What follows belongs to an exercise in optimizing a design on an open flow for a short achievable clock period and few clock cycles; a production flow would make more cautious choices. In this exercise RTL edits were held to simulation tests only and were not proved equivalent to the original. No activity file was given, so power comes from the tool's default toggle rates.

the previous run:
Design rv_core_top, start of the top module:
module rv_core_top (
  input  logic        clk,
  input  logic        nrst,
  output logic [31:0] o_imem_addr,
  input  logic [31:0] i_imem_data,
  input  logic        i_halt_req,
  input  logic        i_resume_req,
  input  logic [31:0] i_resume_pc,
  output logic        o_halt,
  output logic        o_commit_valid,
  output logic [31:0] o_commit_pc,
  output logic [31:0] o_commit_inst,
  output logic [4:0]  o_commit_rd_addr,
  output logic        o_commit_rd_wb,
  output logic [31:0] o_commit_rd_data
);
  rv_core i_core (
    .clk              (clk),
    .nrst             (nrst),
    .o_imem_addr      (o_imem_addr),
    .i_imem_data      (i_imem_data),
    .i_halt_req       (i_halt_req),
    .i_resume_req     (i_resume_req),
    .i_resume_pc      (i_resume_pc),
    .o_halt           (o_halt),
    .o_commit_valid   (o_commit_valid),
    .o_commit_pc      (o_commit_pc),
    .o_commit_inst    (o_commit_inst),
    .o_commit_rd_addr (o_commit_rd_addr),
    .o_commit_rd_wb   (o_commit_rd_wb),
    .o_commit_rd_data (o_commit_rd_data)
  );
endmodule
For scale: ~7,100 cells after synthesis, roughly 2,100 flip-flops, roughly 200 I/O pins, about 0.10 sq mm of cells after synthesis.
clock: 11.0 ns
lec_check: 0
cap_margin: 20
core_margin: 2
core_utilization: 40
slew_margin: 20
standard.sh (not shown) runs the stock make flow with config.mk's settings and CLKGATE_MAP_FILE= SYNTH_SCRIPT=/design/flow/synth_recipe.tcl, a recipe that flattens the netlist after the stock synthesis.
==> flow/flow/run.sh <==
#!/bin/bash
set -euo pipefail
MARGIN=$(cat flow/margin.txt)
bash standard.sh SETUP_SLACK_MARGIN=$MARGIN finish > run_flow.log 2>&1
==> flow/flow/margin.txt <==
8
Testbench counts of the previous run, summed over its fixed seeds: cycles 8,238.
Input-level comparison between the current run and the previous run:
-- flow/design.v --
<<< the previous run, line 135
);
  localparam int NB = 1 << BTB_IDX;
  logic        running;
  logic        resume_go;
>>> the current run, line 135
);
  localparam int NB = 1 << BTB_IDX;
  logic [4:0]  opc;
  logic [2:0]  f3;
  logic [4:0]  rs1, rs2, rd;
  logic        is_op, is_opimm, is_lui, is_auipc, is_jal, is_jalr, is_br;
  logic        running;
  logic        resume_go;
<<< the previous run, line 218
  logic        fs_btb, fs_seq;
  assign pc_inc = pc_f + 32'd4;
  assign fs_btb = ~resume_go & bhit_f;
  assign fs_seq = ~resume_go & ~bhit_f;
  assign pc_seq = ({32{resume_go}} & i_resume_pc)
                | ({32{fs_btb}}    & btgt_f)
                | ({32{fs_seq}}    & pc_inc);
>>> the current run, line 222
  logic        fs_btb, fs_seq;
  assign pc_inc = pc_f + 32'd4;
  logic        r_unp;
  logic        fs_ru;
  logic [31:0] seq_r;
  assign r_unp  = v_r & bh_r & ~(is_br | is_jal | is_jalr);
  assign seq_r  = pc_r + 32'd4;
  assign fs_ru  = ~resume_go & r_unp;
  assign fs_btb = ~resume_go & ~r_unp & bhit_f;
  assign fs_seq = ~resume_go & ~r_unp & ~bhit_f;
  assign pc_seq = ({32{resume_go}} & i_resume_pc)
                | ({32{fs_ru}}     & seq_r)
                | ({32{fs_btb}}    & btgt_f)
                | ({32{fs_seq}}    & pc_inc);
<<< the previous run, line 256
  end
  always_ff @(posedge clk) begin
    v_d  <= nrst & running & ~redirect;
    pc_d <= pc_f;
    bh_d <= bhit_f;
  end
  always_ff @(posedge clk) begin
    v_r    <= nrst & v_d & ~kill_d & ~resume_go;
    pc_r   <= pc_d;
    inst_r <= i_imem_data;
    bh_r   <= bh_d;
  end
  logic [4:0]  opc;
  logic [2:0]  f3;
  logic [4:0]  rs1, rs2, rd;
  logic        is_op, is_opimm, is_lui, is_auipc, is_jal, is_jalr, is_br;
  logic        wb_r;
  logic [31:0] imm_i, imm_u, imm_j, imm_b;
>>> the current run, line 267
  end
  always_ff @(posedge clk) begin
    v_d  <= nrst & running & ~redirect & ~(r_unp & ~kill_r);
    pc_d <= pc_f;
    bh_d <= bhit_f;
  end
  always_ff @(posedge clk) begin
    v_r    <= nrst & v_d & ~kill_d & ~resume_go & ~(r_unp & ~kill_r);
    pc_r   <= pc_d;
    inst_r <= i_imem_data;
    bh_r   <= bh_d;
  end
  logic        wb_r;
  logic [31:0] imm_i, imm_u, imm_j, imm_b;
<<< the previous run, line 374
    jalr_x <= is_jalr;
    tgt_x  <= is_jal ? tgt_j : tgt_b;
    seq_x  <= pc_r + 32'd4;
  end
  logic [31:0] sum;
>>> the current run, line 381
    jalr_x <= is_jalr;
    tgt_x  <= is_jal ? tgt_j : tgt_b;
    seq_x  <= seq_r;
  end
  logic [31:0] sum;
Results
Side by side, total die area turned out higher in the current run than in the previous run. STATUS cell internal power dissipation: the current run loses against the previous run. The previous run vs the current run, critical path startpoint: i_core.pc_f[9]$_DFF_P_ vs i_core.running$_SDFF_PN0_. Final routed wire length divided by cell count (the current run vs. the previous run) increases by a few percent. [diff] cell area after synthesis, the current run relative to the previous run: regression. In the current run relative to the previous run, sum of routed wire length over all layers had gone up by a few percent. Summary: with the previous run as the reference, length of routed wiring on met1 in the current run moved up by a few percent. The current run vs the previous run: maximum operating frequency down in the current run. Multi-input logic portion of the cell area: the current run vs the previous run up 0.23 points.
Testbench counts of the current run, summed over its fixed seeds: cycles 8,207.

[re-timing with driven ports]
How much do the figures lean on ideal ports? The routed layouts below were timed once more, with nothing changed but the port constraints.
Step 1: set_driving_cell puts a clkbuf_16 on clk and a buf_2 on each other input, an assumption about the parent block.
Step 2, shift: input delay + t, output delay - t, t = (earliest + latest rising clock arrival at the registers) / 2. This alone moves slack from input paths to output paths.
a / b / c = ideal / step 1 / step 2; a / b = the first two.
run	shift t [ns]	slack for setup (ns)	worst hold slack (ns)	latest minus earliest clock arrival (ns)	worst data-port slew with drivers (ns)
the previous run	0.958	7.276 / 7.183 / 6.515	0.322 / 0.322 / 0.322	0.109 / 0.108	0.06
the current run	1.016	6.989 / 6.880 / 6.508	0.315 / 0.315 / 0.315	0.075 / 0.075	0.08
After both steps setup and hold are still met in every run listed. The setup slack of the previous run, which loses most, moves by -0.093 ns with the drivers and by -0.761 ns with both steps.
